Source: an optimization exercise on an open RTL-to-GDS flow (aim: small area and a short achievable clock period). Production flows keep margins and buffers that such runs may drop.
At most, simulation tests tie the RTL to the original design; equivalence was not proved.

==> flow/design.v <==
module scope_capture (
  input  logic        clk,
  input  logic        reset,
  input  logic [11:0] sin_in,
  input  logic [11:0] cos_in,
  input  logic [11:0] squ_in,
  input  logic [11:0] saw_in,
  input  logic [1:0]  sel,
  input  logic [11:0] trig_level,
  input  logic        trig_slope,
  input  logic [7:0]  decim,
  input  logic        arm,
  input  logic        abort,
  output logic        busy,
  output logic        done,
  input  logic [7:0]  rd_addr,
  output logic [11:0] rd_data
);
  logic        busy_q, done_q, capt_q;
  logic [3:0]  sel_q;       
  logic [11:0] level_q;
  logic        slope_q;
  logic [7:0]  decim_q;
  logic [7:0]  rem_q;       
  logic        zero_q;      
  logic [7:0]  wptr_q;
  logic        rise_q;      
  logic        fall_q;      
  logic [11:0] chan [4];
  assign chan[0] = sin_in;
  assign chan[1] = cos_in;
  assign chan[2] = squ_in;
  assign chan[3] = saw_in;
  logic [3:0] ge, le;
  always_comb begin
    for (int c = 0; c < 4; c++) begin
      ge[c] = (chan[c] >= level_q);
      le[c] = (chan[c] <= level_q);
    end
  end
  logic [11:0] cur;
  logic        cur_ge, cur_le;
  always_comb begin
    cur = '0;
    for (int c = 0; c < 4; c++) cur = cur | ({12{sel_q[c]}} & chan[c]);
  end
  assign cur_ge = |(ge & sel_q);
  assign cur_le = |(le & sel_q);
  logic strobe, hit, last, arm_ok;
  assign strobe = busy_q & zero_q;
  assign hit    = (rise_q & cur_ge) | (fall_q & cur_le);
  assign last   = &wptr_q;
  assign arm_ok = arm & ~abort & ~busy_q;
  always_ff @(posedge clk or negedge reset) begin
    if (!reset) begin
      busy_q <= 1'b0;
      done_q <= 1'b0;
      capt_q <= 1'b0;
    end else if (abort) begin
      busy_q <= 1'b0;
      done_q <= 1'b0;
      capt_q <= 1'b0;
    end else if (arm_ok) begin
      busy_q <= 1'b1;
      done_q <= 1'b0;
      capt_q <= 1'b0;
    end else if (strobe) begin
      if (!capt_q) begin
        if (hit) capt_q <= 1'b1;
      end else if (last) begin
        busy_q <= 1'b0;
        done_q <= 1'b1;
        capt_q <= 1'b0;
      end
    end
  end
  always_ff @(posedge clk) begin
    if (arm_ok) begin
      sel_q   <= 4'b0001 << sel;
      level_q <= trig_level;
      slope_q <= trig_slope;
      decim_q <= decim;
      rem_q   <= decim;
      zero_q  <= (decim == 8'd0);
      wptr_q  <= 8'd0;
      rise_q  <= 1'b0;
      fall_q  <= 1'b0;
    end else if (!abort && busy_q) begin
      if (zero_q) begin
        rem_q  <= decim_q;
        zero_q <= (decim_q == 8'd0);
        if (!capt_q) begin
          rise_q <= slope_q & ~cur_ge;
          fall_q <= ~slope_q & ~cur_le;
          if (hit) wptr_q <= 8'd1;
        end else if (!last) begin
          wptr_q <= wptr_q + 8'd1;
        end
      end else begin
        rem_q  <= rem_q - 8'd1;
        zero_q <= (rem_q == 8'd1);
      end
    end
  end
  logic        pend_q;
  logic [7:0]  paddr_q;
  logic [11:0] pdata_q;     
  always_ff @(posedge clk) begin
    pend_q  <= ~abort & strobe & (capt_q | hit);
    paddr_q <= wptr_q;
    pdata_q <= ~cur;
  end
  logic [11:0]  mem_q [256];
  logic [255:0] we;
  always_comb begin
    for (int k = 0; k < 256; k++) we[k] = pend_q & (paddr_q == 8'(k));
  end
  always_ff @(posedge clk) begin
    for (int k = 0; k < 256; k++)
      if (we[k]) mem_q[k] <= pdata_q;
  end
  logic [15:0] rsel_lo [4];
  logic [15:0] rsel_hi;
  for (genvar c = 0; c < 4; c++) begin : g_plo
    scope_dec4n u_dec (.a(rd_addr[3:0]), .y(rsel_lo[c]));
  end
  scope_dec4 u_dec_hi (.a(rd_addr[7:4]), .y(rsel_hi));
  logic byp;
  assign byp = pend_q & (paddr_q == rd_addr);
  logic [11:0] rd_d;
  for (genvar b = 0; b < 12; b++) begin : g_rd
    logic [127:0] p0;
    for (genvar g = 0; g < 128; g++) begin : g_leaf
      scope_o22ai u_leaf (
        .a1(rsel_lo[g / 32][(2*g) % 16]),   .a2(mem_q[2*g][b]),
        .b1(rsel_lo[g / 32][(2*g+1) % 16]), .b2(mem_q[2*g+1][b]),
        .y (p0[g])
      );
    end
    logic [63:0] n1;
    logic [15:0] p2;
    logic [7:0]  n3;
    logic [3:0]  p4;
    logic [1:0]  n5;
    logic        t6;
    for (genvar i = 0; i < 64; i++) begin : g_l1
      scope_o21ai u (.a1(p0[2*i]), .a2(p0[2*i+1]), .b1(rsel_hi[i / 4]), .y(n1[i]));
    end
    for (genvar i = 0; i < 16; i++) begin : g_l2
      scope_nand4 u (.a(n1[4*i]), .b(n1[4*i+1]), .c(n1[4*i+2]), .d(n1[4*i+3]), .y(p2[i]));
    end
    for (genvar i = 0; i < 8; i++) begin : g_l3
      scope_nor2 u (.a(p2[2*i]), .b(p2[2*i+1]), .y(n3[i]));
    end
    for (genvar i = 0; i < 4; i++) begin : g_l4
      scope_nand2 u (.a(n3[2*i]), .b(n3[2*i+1]), .y(p4[i]));
    end
    for (genvar i = 0; i < 2; i++) begin : g_l5
      scope_nor2 u (.a(p4[2*i]), .b(p4[2*i+1]), .y(n5[i]));
    end
    scope_a21oi u_l6 (.a1(n5[0]), .a2(n5[1]), .b1(byp), .y(t6));
    scope_a21o  u_l7 (.a1(byp), .a2(~pdata_q[b]), .b1(t6), .y(rd_d[b]));
  end
  logic [11:0] rd_q;
  always_ff @(posedge clk or negedge reset) begin
    if (!reset) rd_q <= 12'd0;
    else        rd_q <= rd_d;
  end
  assign busy    = busy_q;
  assign done    = done_q;
  assign rd_data = rd_q;
endmodule
module scope_o22ai (input logic a1, a2, b1, b2, output logic y);
  assign y = ~((a1 | a2) & (b1 | b2));
endmodule
module scope_nand2 (input logic a, b, output logic y);
  assign y = ~(a & b);
endmodule
module scope_nor2 (input logic a, b, output logic y);
  assign y = ~(a | b);
endmodule
module scope_nand4 (input logic a, b, c, d, output logic y);
  assign y = ~(a & b & c & d);
endmodule
module scope_o21ai (input logic a1, a2, b1, output logic y);
  assign y = ~((a1 | a2) & b1);
endmodule
module scope_a21oi (input logic a1, a2, b1, output logic y);
  assign y = ~((a1 & a2) | b1);
endmodule
module scope_a21o (input logic a1, a2, b1, output logic y);
  assign y = (a1 & a2) | b1;
endmodule
module scope_dec4n (input logic [3:0] a, output logic [15:0] y);
  always_comb begin
    for (int i = 0; i < 16; i++) y[i] = ~(a == 4'(i));
  end
endmodule
module scope_dec4 (input logic [3:0] a, output logic [15:0] y);
  always_comb begin
    for (int i = 0; i < 16; i++) y[i] = (a == 4'(i));
  end
endmodule
clock: 5.0 ns
lec_check: 0
cap_margin: 20
core_margin: 2
core_utilization: 60
cts_cluster_diameter: 60
cts_cluster_size: 25
setup_slack_margin: 2.6
slew_margin: 60
synth_hierarchical: 1
synth_minimum_keep_size: 0
run.sh (not shown) runs the stock make flow with config.mk's settings and CLKGATE_MAP_FILE= SYNTH_SCRIPT=/design/flow/synth_recipe.tcl, a recipe that flattens the netlist after the stock synthesis.
The first run produced a clean layout.
Then changed:
--- a/flow/design.v
+++ b/flow/design.v
@@ -14,13 +14,13 @@
   output logic        busy,
   output logic        done,
   input  logic [7:0]  rd_addr,
   output logic [11:0] rd_data
 );
   logic        busy_q, done_q, capt_q;
-  logic [3:0]  sel_q;       
+  logic [1:0]  sel_q;
   logic [11:0] level_q;
   logic        slope_q;
   logic [7:0]  decim_q;
   logic [7:0]  rem_q;       
   logic        zero_q;      
   logic [7:0]  wptr_q;
@@ -37,18 +37,15 @@
       ge[c] = (chan[c] >= level_q);
       le[c] = (chan[c] <= level_q);
     end
   end
   logic [11:0] cur;
   logic        cur_ge, cur_le;
-  always_comb begin
-    cur = '0;
-    for (int c = 0; c < 4; c++) cur = cur | ({12{sel_q[c]}} & chan[c]);
-  end
-  assign cur_ge = |(ge & sel_q);
-  assign cur_le = |(le & sel_q);
+  assign cur    = chan[sel_q];
+  assign cur_ge = ge[sel_q];
+  assign cur_le = le[sel_q];
   logic strobe, hit, last, arm_ok;
   assign strobe = busy_q & zero_q;
   assign hit    = (rise_q & cur_ge) | (fall_q & cur_le);
   assign last   = &wptr_q;
   assign arm_ok = arm & ~abort & ~busy_q;
   always_ff @(posedge clk or negedge reset) begin
@@ -73,13 +70,13 @@
         capt_q <= 1'b0;
       end
     end
   end
   always_ff @(posedge clk) begin
     if (arm_ok) begin
-      sel_q   <= 4'b0001 << sel;
+      sel_q   <= sel;
       level_q <= trig_level;
       slope_q <= trig_slope;
       decim_q <= decim;
       rem_q   <= decim;
       zero_q  <= (decim == 8'd0);
       wptr_q  <= 8'd0;
@@ -119,35 +116,39 @@
     for (int k = 0; k < 256; k++)
       if (we[k]) mem_q[k] <= pdata_q;
   end
   logic [15:0] rsel_lo [4];
   logic [15:0] rsel_hi;
   for (genvar c = 0; c < 4; c++) begin : g_plo
-    scope_dec4n u_dec (.a(rd_addr[3:0]), .y(rsel_lo[c]));
+    scope_dec4 u_dec (.a(rd_addr[3:0]), .y(rsel_lo[c]));
   end
   scope_dec4 u_dec_hi (.a(rd_addr[7:4]), .y(rsel_hi));
+  logic [255:0] rsel_n;
+  for (genvar k = 0; k < 256; k++) begin : g_sel
+    scope_nand2 u_sel (.a(rsel_hi[k / 16]), .b(rsel_lo[k / 64][k % 16]), .y(rsel_n[k]));
+  end
   logic byp;
   assign byp = pend_q & (paddr_q == rd_addr);
   logic [11:0] rd_d;
   for (genvar b = 0; b < 12; b++) begin : g_rd
     logic [127:0] p0;
     for (genvar g = 0; g < 128; g++) begin : g_leaf
       scope_o22ai u_leaf (
-        .a1(rsel_lo[g / 32][(2*g) % 16]),   .a2(mem_q[2*g][b]),
-        .b1(rsel_lo[g / 32][(2*g+1) % 16]), .b2(mem_q[2*g+1][b]),
+        .a1(rsel_n[2*g]),   .a2(mem_q[2*g][b]),
+        .b1(rsel_n[2*g+1]), .b2(mem_q[2*g+1][b]),
         .y (p0[g])
       );
     end
     logic [63:0] n1;
     logic [15:0] p2;
     logic [7:0]  n3;
     logic [3:0]  p4;
     logic [1:0]  n5;
     logic        t6;
     for (genvar i = 0; i < 64; i++) begin : g_l1
-      scope_o21ai u (.a1(p0[2*i]), .a2(p0[2*i+1]), .b1(rsel_hi[i / 4]), .y(n1[i]));
+      scope_nor2 u (.a(p0[2*i]), .b(p0[2*i+1]), .y(n1[i]));
     end
     for (genvar i = 0; i < 16; i++) begin : g_l2
       scope_nand4 u (.a(n1[4*i]), .b(n1[4*i+1]), .c(n1[4*i+2]), .d(n1[4*i+3]), .y(p2[i]));
     end
     for (genvar i = 0; i < 8; i++) begin : g_l3
       scope_nor2 u (.a(p2[2*i]), .b(p2[2*i+1]), .y(n3[i]));
@@ -179,25 +180,17 @@
 module scope_nor2 (input logic a, b, output logic y);
   assign y = ~(a | b);
 endmodule
 module scope_nand4 (input logic a, b, c, d, output logic y);
   assign y = ~(a & b & c & d);
 endmodule
-module scope_o21ai (input logic a1, a2, b1, output logic y);
-  assign y = ~((a1 | a2) & b1);
-endmodule
 module scope_a21oi (input logic a1, a2, b1, output logic y);
   assign y = ~((a1 & a2) | b1);
 endmodule
 module scope_a21o (input logic a1, a2, b1, output logic y);
   assign y = (a1 & a2) | b1;
 endmodule
-module scope_dec4n (input logic [3:0] a, output logic [15:0] y);
-  always_comb begin
-    for (int i = 0; i < 16; i++) y[i] = ~(a == 4'(i));
-  end
-endmodule
 module scope_dec4 (input logic [3:0] a, output logic [15:0] y);
   always_comb begin
     for (int i = 0; i < 16; i++) y[i] = (a == 4'(i));
   end
 endmodule
What happened: The new run ran to the end with no violations; first-iteration DRC count is lower by a little under a tenth; die area increases slightly; cell count is about the same; setup slack improved by 0.067 ns; sequential share of layout area rises by 1.9 points; area after synthesis is higher slightly; global-route usage shrinks by 3.3 points; final area drops by a few percent.
Function not checked in the first run of this note: the RTL went through the layout flow alone.

[afterwards: timing with drivers on the ports]
In the flow no input, the clock included, has a driving cell. The finished layouts below were timed again as built, in two steps. Step 1 (the two cells are an assumption about what drives the block):
set clk [get_ports {clk}]
set_driving_cell -lib_cell sky130_fd_sc_hd__clkbuf_16 $clk
set_driving_cell -lib_cell sky130_fd_sc_hd__buf_2 [delete_from_list [all_inputs] $clk]
Step 2 times the ports against the registers' clock, not the clock port: input delays grow and output delays shrink by t, the midpoint of the rising clock arrivals with the driver on. Slacks: ideal / step 1 / step 2; pairs: ideal / step 1.
run	t, ns	setup WS [ns]	worst setup path after step 2	worst slew at a driven data input, ns	cell pins on the clock port's net
the first run	0.957	2.140 / 2.085 / 1.128	input to register	0.27	1
the second run	0.956	2.207 / 1.923 / 0.967	input to register	0.44	1
After both steps setup and hold are still met in every run listed. For the second run, which loses most, drivers alone change the setup slack by -0.284 ns; drivers and shift together by -1.240 ns.
